This design comes from an exercise in tuning for small area, a short achievable clock period and few clock cycles per item on the open sky130 flow, not from production work.
In this exercise RTL edits were held to simulation tests only and were not proved equivalent to the original.
Power and IR drop assume default switching activity.

<file path="design/flow/config.mk">
export PLATFORM = sky130hd
export DESIGN_NAME = alu_md_unit
export DESIGN_NICKNAME = alu_md_unit
export VERILOG_FILES = /design/flow/design.v
export SDC_FILE = /design/flow/constraint.sdc
export NUM_CORES = 4
export LEC_CHECK = 0
export CAP_MARGIN = 20
export CORE_MARGIN = 2
export CORE_UTILIZATION = 40
export SLEW_MARGIN = 20
</file>
<file path="design/flow/constraint.sdc">
create_clock -name core_clock -period 7.0 [get_ports {clk}]
set_input_delay 1.4000 -clock core_clock [delete_from_list [all_inputs] [get_ports {clk}]]
set_output_delay 1.4000 -clock core_clock [all_outputs]
set_load 0.01 [all_outputs]
</file>
<file path="design/flow/design.v">
module alu_md_unit #(
    parameter int XLEN     = 32,
    parameter bit ENABLE_M = 1'b1
) (
    input  logic            clk,
    input  logic            rst,
    input  logic            in_valid,
    output logic            in_ready,
    input  logic            Branch,
    input  logic            ALUAdd,
    input  logic            ALUOp,
    input  logic [6:0]      funct7,
    input  logic [2:0]      funct3,
    input  logic [XLEN-1:0] op_a,
    input  logic [XLEN-1:0] op_b,
    output logic            out_valid,
    input  logic            out_ready,
    output logic [XLEN-1:0] result,
    output logic            out_illegal,
    output logic            zero
);
    localparam int SW = $clog2(XLEN);
    localparam logic [4:0] OP_ADD = 5'd0, OP_SUB = 5'd1, OP_SLL = 5'd2, OP_SLT = 5'd3,
                           OP_SLTU = 5'd4, OP_XOR = 5'd5, OP_SRL = 5'd6, OP_SRA = 5'd7,
                           OP_OR = 5'd8, OP_AND = 5'd9, OP_MUL = 5'd10, OP_MULH = 5'd11,
                           OP_MULHSU = 5'd12, OP_MULHU = 5'd13, OP_DIV = 5'd14,
                           OP_DIVU = 5'd15, OP_REM = 5'd16, OP_REMU = 5'd17, OP_ILL = 5'd18;
    localparam logic [1:0] S_IDLE = 2'd0, S_ITER = 2'd1, S_FIX = 2'd2;
    logic [4:0] bop;
    logic [1:0] state, state_nx;
    logic [4:0] op, mop;
    logic is_m, is_div, m_is_div, accept;
    logic sgn_a, sgn_b, neg_a, neg_b, b_zero;
    logic [XLEN-1:0] mag_a, mag_b, a_raw, x, base_res, fix_res;
    logic [XLEN-1:0] quo, rem;
    logic [2*XLEN-1:0] acc, mc, prod;
    logic [XLEN:0] rs, diff;
    logic [SW-1:0] shamt, count;
    always_comb begin
        case (funct3)
            3'b000:  bop = OP_ADD;
            3'b001:  bop = OP_SLL;
            3'b010:  bop = OP_SLT;
            3'b011:  bop = OP_SLTU;
            3'b100:  bop = OP_XOR;
            3'b101:  bop = funct7[5] ? OP_SRA : OP_SRL;
            3'b110:  bop = OP_OR;
            default: bop = OP_AND;
        endcase
    end
    always_comb begin
        op = OP_ILL;
        if (ALUAdd) op = OP_ADD;
        else if (Branch) op = OP_SUB;
        else if (ALUOp) op = bop;
        else if (funct7 == 7'b0000000) op = (funct3 == 3'b101) ? OP_SRL : bop;
        else if (funct7 == 7'b0100000) begin
            if (funct3 == 3'b000) op = OP_SUB;
            else if (funct3 == 3'b101) op = OP_SRA;
        end else if (funct7 == 7'b0000001 && ENABLE_M) begin
            case (funct3)
                3'b000:  op = OP_MUL;
                3'b001:  op = OP_MULH;
                3'b010:  op = OP_MULHSU;
                3'b011:  op = OP_MULHU;
                3'b100:  op = OP_DIV;
                3'b101:  op = OP_DIVU;
                3'b110:  op = OP_REM;
                default: op = OP_REMU;
            endcase
        end
    end
    assign is_div = (op == OP_DIV || op == OP_DIVU || op == OP_REM || op == OP_REMU);
    assign is_m   = is_div || (op == OP_MUL || op == OP_MULH || op == OP_MULHSU || op == OP_MULHU);
    assign sgn_a  = op_a[XLEN-1] && (op == OP_MUL || op == OP_MULH || op == OP_MULHSU || op == OP_DIV || op == OP_REM);
    assign sgn_b  = op_b[XLEN-1] && (op == OP_MUL || op == OP_MULH || op == OP_DIV || op == OP_REM);
    assign mag_a  = sgn_a ? -op_a : op_a;
    assign mag_b  = sgn_b ? -op_b : op_b;
    assign shamt  = op_b[SW-1:0];
    assign accept = in_valid && in_ready;
    always_comb begin
        base_res = '0;
        case (op)
            OP_ADD:  base_res = op_a + op_b;
            OP_SUB:  base_res = op_a - op_b;
            OP_SLL:  base_res = op_a << shamt;
            OP_SLT:  base_res = {{(XLEN-1){1'b0}}, $signed(op_a) < $signed(op_b)};
            OP_SLTU: base_res = {{(XLEN-1){1'b0}}, op_a < op_b};
            OP_XOR:  base_res = op_a ^ op_b;
            OP_SRL:  base_res = op_a >> shamt;
            OP_SRA:  base_res = $unsigned($signed(op_a) >>> shamt);
            OP_OR:   base_res = op_a | op_b;
            OP_AND:  base_res = op_a & op_b;
            default: base_res = '0;
        endcase
    end
    assign m_is_div = (mop == OP_DIV || mop == OP_DIVU || mop == OP_REM || mop == OP_REMU);
    assign rs       = {acc[XLEN-1:0], x[XLEN-1]};
    assign diff     = rs - {1'b0, mc[XLEN-1:0]};
    always_ff @(posedge clk or posedge rst) begin
        if (rst) begin
            mop    <= OP_ADD;
            neg_a  <= 1'b0;
            neg_b  <= 1'b0;
            b_zero <= 1'b0;
            a_raw  <= '0;
            acc    <= '0;
            mc     <= '0;
            x      <= '0;
            count  <= '0;
        end else if (accept && is_m) begin
            mop    <= op;
            neg_a  <= sgn_a;
            neg_b  <= sgn_b;
            b_zero <= (op_b == '0);
            a_raw  <= op_a;
            acc    <= '0;
            count  <= '0;
            if (is_div) begin
                x  <= mag_a;
                mc <= {{XLEN{1'b0}}, mag_b};
            end else begin
                x  <= mag_b;
                mc <= {{XLEN{1'b0}}, mag_a};
            end
        end else if (state == S_ITER) begin
            count <= count + 1'b1;
            if (m_is_div) begin
                if (!diff[XLEN]) begin
                    acc <= {{XLEN{1'b0}}, diff[XLEN-1:0]};
                    x   <= {x[XLEN-2:0], 1'b1};
                end else begin
                    acc <= {{(XLEN-1){1'b0}}, rs};
                    x   <= {x[XLEN-2:0], 1'b0};
                end
            end else begin
                if (x[0]) acc <= acc + mc;
                mc <= mc << 1;
                x  <= x >> 1;
            end
        end
    end
    always_comb begin
        prod = (neg_a ^ neg_b) ? -acc : acc;
        quo  = b_zero ? '1 : ((neg_a ^ neg_b) ? -x : x);
        rem  = b_zero ? a_raw : (neg_a ? -acc[XLEN-1:0] : acc[XLEN-1:0]);
        case (mop)
            OP_MUL:                       fix_res = prod[XLEN-1:0];
            OP_MULH, OP_MULHSU, OP_MULHU: fix_res = prod[2*XLEN-1:XLEN];
            OP_DIV, OP_DIVU:              fix_res = quo;
            OP_REM, OP_REMU:              fix_res = rem;
            default:                      fix_res = '0;
        endcase
    end
    always_ff @(posedge clk or posedge rst) begin
        if (rst) state <= S_IDLE;
        else state <= state_nx;
    end
    always_comb begin
        state_nx = state;
        unique case (state)
            S_IDLE: if (accept && is_m) state_nx = S_ITER;
            S_ITER: if (count == (XLEN-1)) state_nx = S_FIX;
            S_FIX:  state_nx = S_IDLE;
            default: state_nx = S_IDLE;
        endcase
    end
    always_comb begin
        in_ready = (state == S_IDLE) && (!out_valid || out_ready);
    end
    always_ff @(posedge clk or posedge rst) begin
        if (rst) begin
            out_valid   <= 1'b0;
            result      <= '0;
            out_illegal <= 1'b0;
            zero        <= 1'b1;
        end else if (accept && !is_m) begin
            out_valid   <= 1'b1;
            result      <= base_res;
            out_illegal <= (op == OP_ILL);
            zero        <= (base_res == '0);
        end else if (state == S_FIX) begin
            out_valid   <= 1'b1;
            result      <= fix_res;
            out_illegal <= 1'b0;
            zero        <= (fix_res == '0);
        end else if (out_ready) begin
            out_valid   <= 1'b0;
        end
    end
endmodule
</file>
<file path="design/flow/run.sh">
#!/bin/bash
# synth_recipe.tcl (not shown) runs the flow's synth.tcl, then flattens the netlist and writes it again
# the make line also repeats each setting of config.mk as NAME=value (left out here)
make -C /OpenROAD-flow-scripts/flow DESIGN_CONFIG=/design/flow/config.mk WORK_HOME=/design/flow/orfs CLKGATE_MAP_FILE= SYNTH_SCRIPT=/design/flow/synth_recipe.tcl finish
</file>
==> out/metrics.cfg <==
[drt]
routed.top_layer=met4
wl_met3_um=13200
vias=33300
wirelength_um=143000
viasPerCell=6.48
met1_length_um=58100
wire_per_inst_um=27.9
antenna_left=0
drt_iter0_markers=4357
drt_pass1_iterations=7
met2_length_um=62000
drc=0

[sta]
fmax_mhz=163
hold_viol_final=0
rsz0062_at_grt=false
layout_min_cycle_time_ns=6.13
slew_headroom=0.261
finalMaxSlewViolations=0
worst_pin_slew_ns=1.10
fin_worst_skew_ns=0.0314
timing.setup.tns_ns=0
setup_violations=0
finalCritPeriodShare=0.876

[logic_synthesis]
syn_inst=4159
synth_nets=4443
yosys.cell_count.top_type=nand2_1
yosysTopAreaCell=dfrtp_1
syn_area_um2=30500
syn_avg_cell_area_um2=7.34
ys_ff_latch=242
synth_edf_count=0
synth_area_leaders=dfrtp_1, ha_1, nand2_1
yosys_warnings=1
yosysUniqueCellTypes=108
synthArstFlopShare=1.00
yosysTopAreaCellShare=0.198
synth_flop_cell=dfrtp_1
synth-seq-area-share=0.198
synthTopCellsByCount=nand2_1, o21ai_0, a21oi_1

[finish]
multi_input_area_um2=22700
drive_gt1_frac=0.0863
register_area_um2=6060
fill_cells=7708
final_util=0.448
n_antenna_cell=0
area_growth_pct=11.2
finalNetCount=4419

[global_route]
grt_pass1_wl_um=207000
grt_overflow=0
track_usage=0.353
grt_start_max_net_pins=132
antenna_found_initial=0
grt_pass1_vias=30500

[critical_path]
startpoint_type=register
r2r_slack_ns=0.87
cp-end-kind=register
cp.depth=23
crit_family=compound AO/OA/AOI/OAI gates
crit_path_end=acc[27]
ff2ff_path_depth=23
cp_data_required_time_ns=7.54
startpoint=x[31]
r2r_start=x[31]
r2r_end=acc[27]
crit_path_frequent_cell=o21ai_0
worst_ep_arrival_time_ns=6.67
critical_path.cell_chain=inv_1 -> ha_1 -> inv_1 -> fa_1 -> a21oi_1 -> o21ai_0 -> a2111oi_0 -> buf_4 -> or4_1 -> a31oi_1 -> a21oi_1 -> o21ai_0 -> o41ai_1 -> buf_4 -> o21ai_0 -> a31o_2 -> a21o_1 -> a21o_1 -> ha_1 -> clkinv_1 -> buf_4 -> o31a_1 -> o21ai_0
critPathSlowestCell=a2111oi_0
setup.worst_path.class=register to register
slowest_delay_ns=0.52
cp_max_fo=8
cp_num_buf_inv=6

[cts]
clockBufferDepth=3
root_buffer=clkbuf_16
numCtsBuffers=31
clk_latency_ns=0.65
cts_tree=built
holdBufCountCts=0
cts_setup_buffers=0
clock-sinks=242
htree_num_levels=1
ctsResizeCount=0
path_clk_slew_ns=0.07

[power]
p_sw_uw=6190
p_comb_frac=0.607
internal_power_uw=5950
leakage_uw=0.0141
sw_frac_of_total=0.510
sequentialPowerShare=0.246
power_uw=12100
ir_worst_vdd_v=0.000256
power_per_cell_area_nw_per_um2=358
p_clk_frac=0.147

[die]
die_h_um=280
ios=117
row_count=101
start_util=0.403
die_area_um2=78500
die_w_um=280
coreArea_um2=75700

[run]
maxCapViolations=0

[placed_design]
port_buffers=116
gp_congestion=1.09
dp_hpwl_um=112000

[status]
status=no timing/DRC/antenna violations

[min_path]
hold_class=register to register

## cells by family after synthesis
group,synth area share
AOI/OAI and AO/OA,0.282
xor gates and xnor gates,0.0835
adders and majority gates,0.0842
buffers and inverters,0.0631
DFF,0.198
muxes,0.0696
and+or+nand+nor,0.219
## power groups by stage
stage | Combinational (uW) | Clock (uW) | Sequential, uW
5_1_grt | 8040 | 1860 | 3050
6_report | 7370 | 1790 | 2980
3_5_place_dp | 7190 | 0 | 2960
3_3_place_gp | 7140 | 0 | 2950
4_1_cts | 7230 | 1810 | 2940
2_1_floorplan | 5330 | 0 | 2450
## registers in the layout (all words and copies together), names as in the netlist
| register | cells |
|---|---|
| a_raw | 32 |
| acc | 64 |
| b_zero | 1 |
| count | 5 |
| mc | 64 |
| mop | 5 |
| neg_a | 1 |
| neg_b | 1 |
| out_illegal | 1 |
| out_valid | 1 |
| result | 32 |
| state | 2 |
| x | 32 |
| zero | 1 |
## how the worst min path moves through the flow
| stage | from | to | slack, ns | depth (start not counted) |
|---|---|---|---|---|
| 2_1_floorplan | a_raw[15] | a_raw[15] | 0.44 | 2 |
| 3_3_place_gp | a_raw[21] | a_raw[21] | 0.45 | 2 |
| 3_5_place_dp | a_raw[29] | a_raw[29] | 0.47 | 2 |
| 4_1_cts | a_raw[29] | a_raw[29] | 0.48 | 2 |
| 5_1_grt | a_raw[16] | a_raw[16] | 0.51 | 2 |
| 6_report | a_raw[29] | a_raw[29] | 0.48 | 2 |
## per-layer routing
metal,track usage,up-vias
met5,0,-
met4,0.207,0
met3,0.0545,403
met2,0.544,1877
met1,0.466,16000
li1,-,15000
## area by class of cell
class                           count  area share
Sequential cell                   242       0.178
Clock inverter                     26     0.00936
Clock buffer                       32      0.0233
Timing Repair Buffer              252      0.0658
Tap cell                          978      0.0360
Multi-Input combinational cell   3434       0.668
Inverter                          174      0.0194
## stage by stage
stage / worst slack (ns) / cells / hold slack [ns] / instance area, um2
2_1_floorplan: 1.32 / 4159 / 0.441 / 30500
4_1_cts: 0.903 / 5137 / 0.484 / 33900
6_report: 0.871 / 5138 / 0.481 / 33900
3_5_place_dp: 0.689 / 5079 / 0.470 / 32800
3_3_place_gp: 0.665 / 5079 / 0.453 / 32800
5_1_grt: 0.470 / 5138 / 0.508 / 33900
## worst min-delay path: stages (launching register included)
cell and delay, ns:
dfrtp_1 0.34, nand2_1 0.05, o21ai_0 0.06
## cell usage in the layout, fill, tap and decap left out, drive strengths merged, types with 29 or more instances in the layout
| cell type | synthesis | routed |
|---|---|---|
| a211oi | 68 | 68 |
| a21o | 61 | 61 |
| a21oi | 358 | 358 |
| a31oi | 29 | 29 |
| buf | 87 | 141 |
| clkbuf | 222 | 32 |
| clkdlybuf4s50 | 0 | 111 |
| dfrtp | 241 | 241 |
| ha | 199 | 199 |
| inv | 172 | 175 |
| mux2i | 93 | 93 |
| mux4 | 41 | 41 |
| nand2 | 622 | 622 |
| nand2b | 33 | 33 |
| nand3 | 169 | 169 |
| nand4 | 35 | 35 |
| nor2 | 276 | 276 |
| nor3 | 86 | 86 |
| nor4 | 32 | 32 |
| o211ai | 45 | 45 |
| o21ai | 407 | 407 |
| o21bai | 29 | 29 |
| o31ai | 59 | 59 |
| xnor2 | 179 | 179 |
| xor2 | 112 | 112 |
Testbench counts, summed over its fixed seeds: cycles 76,532, ops 9,600.

[port drivers added, routing unchanged]
The results above use ideal ports. As a check the final layout listed here was re-extracted and re-timed, cells and wires unchanged.
Step 1 assumes that a clkbuf_16 drives the clock port and a buf_2 every other input.
Step 2 times the ports against the registers' clock, not the clock port: input delays grow and output delays shrink by t, the midpoint of the rising clock arrivals with the driver on.
Three values: ideal ports, drivers, drivers and shift; two values: the first two.
shift t [ns]: 0.684
setup WS [ns]: 0.871 / 0.871 / 0.488
worst data-port slew with drivers (ns): 0.05
After both steps setup and hold are still met in this run. The setup slack of this run moves by 0.000 ns with the drivers and by -0.383 ns with both steps.
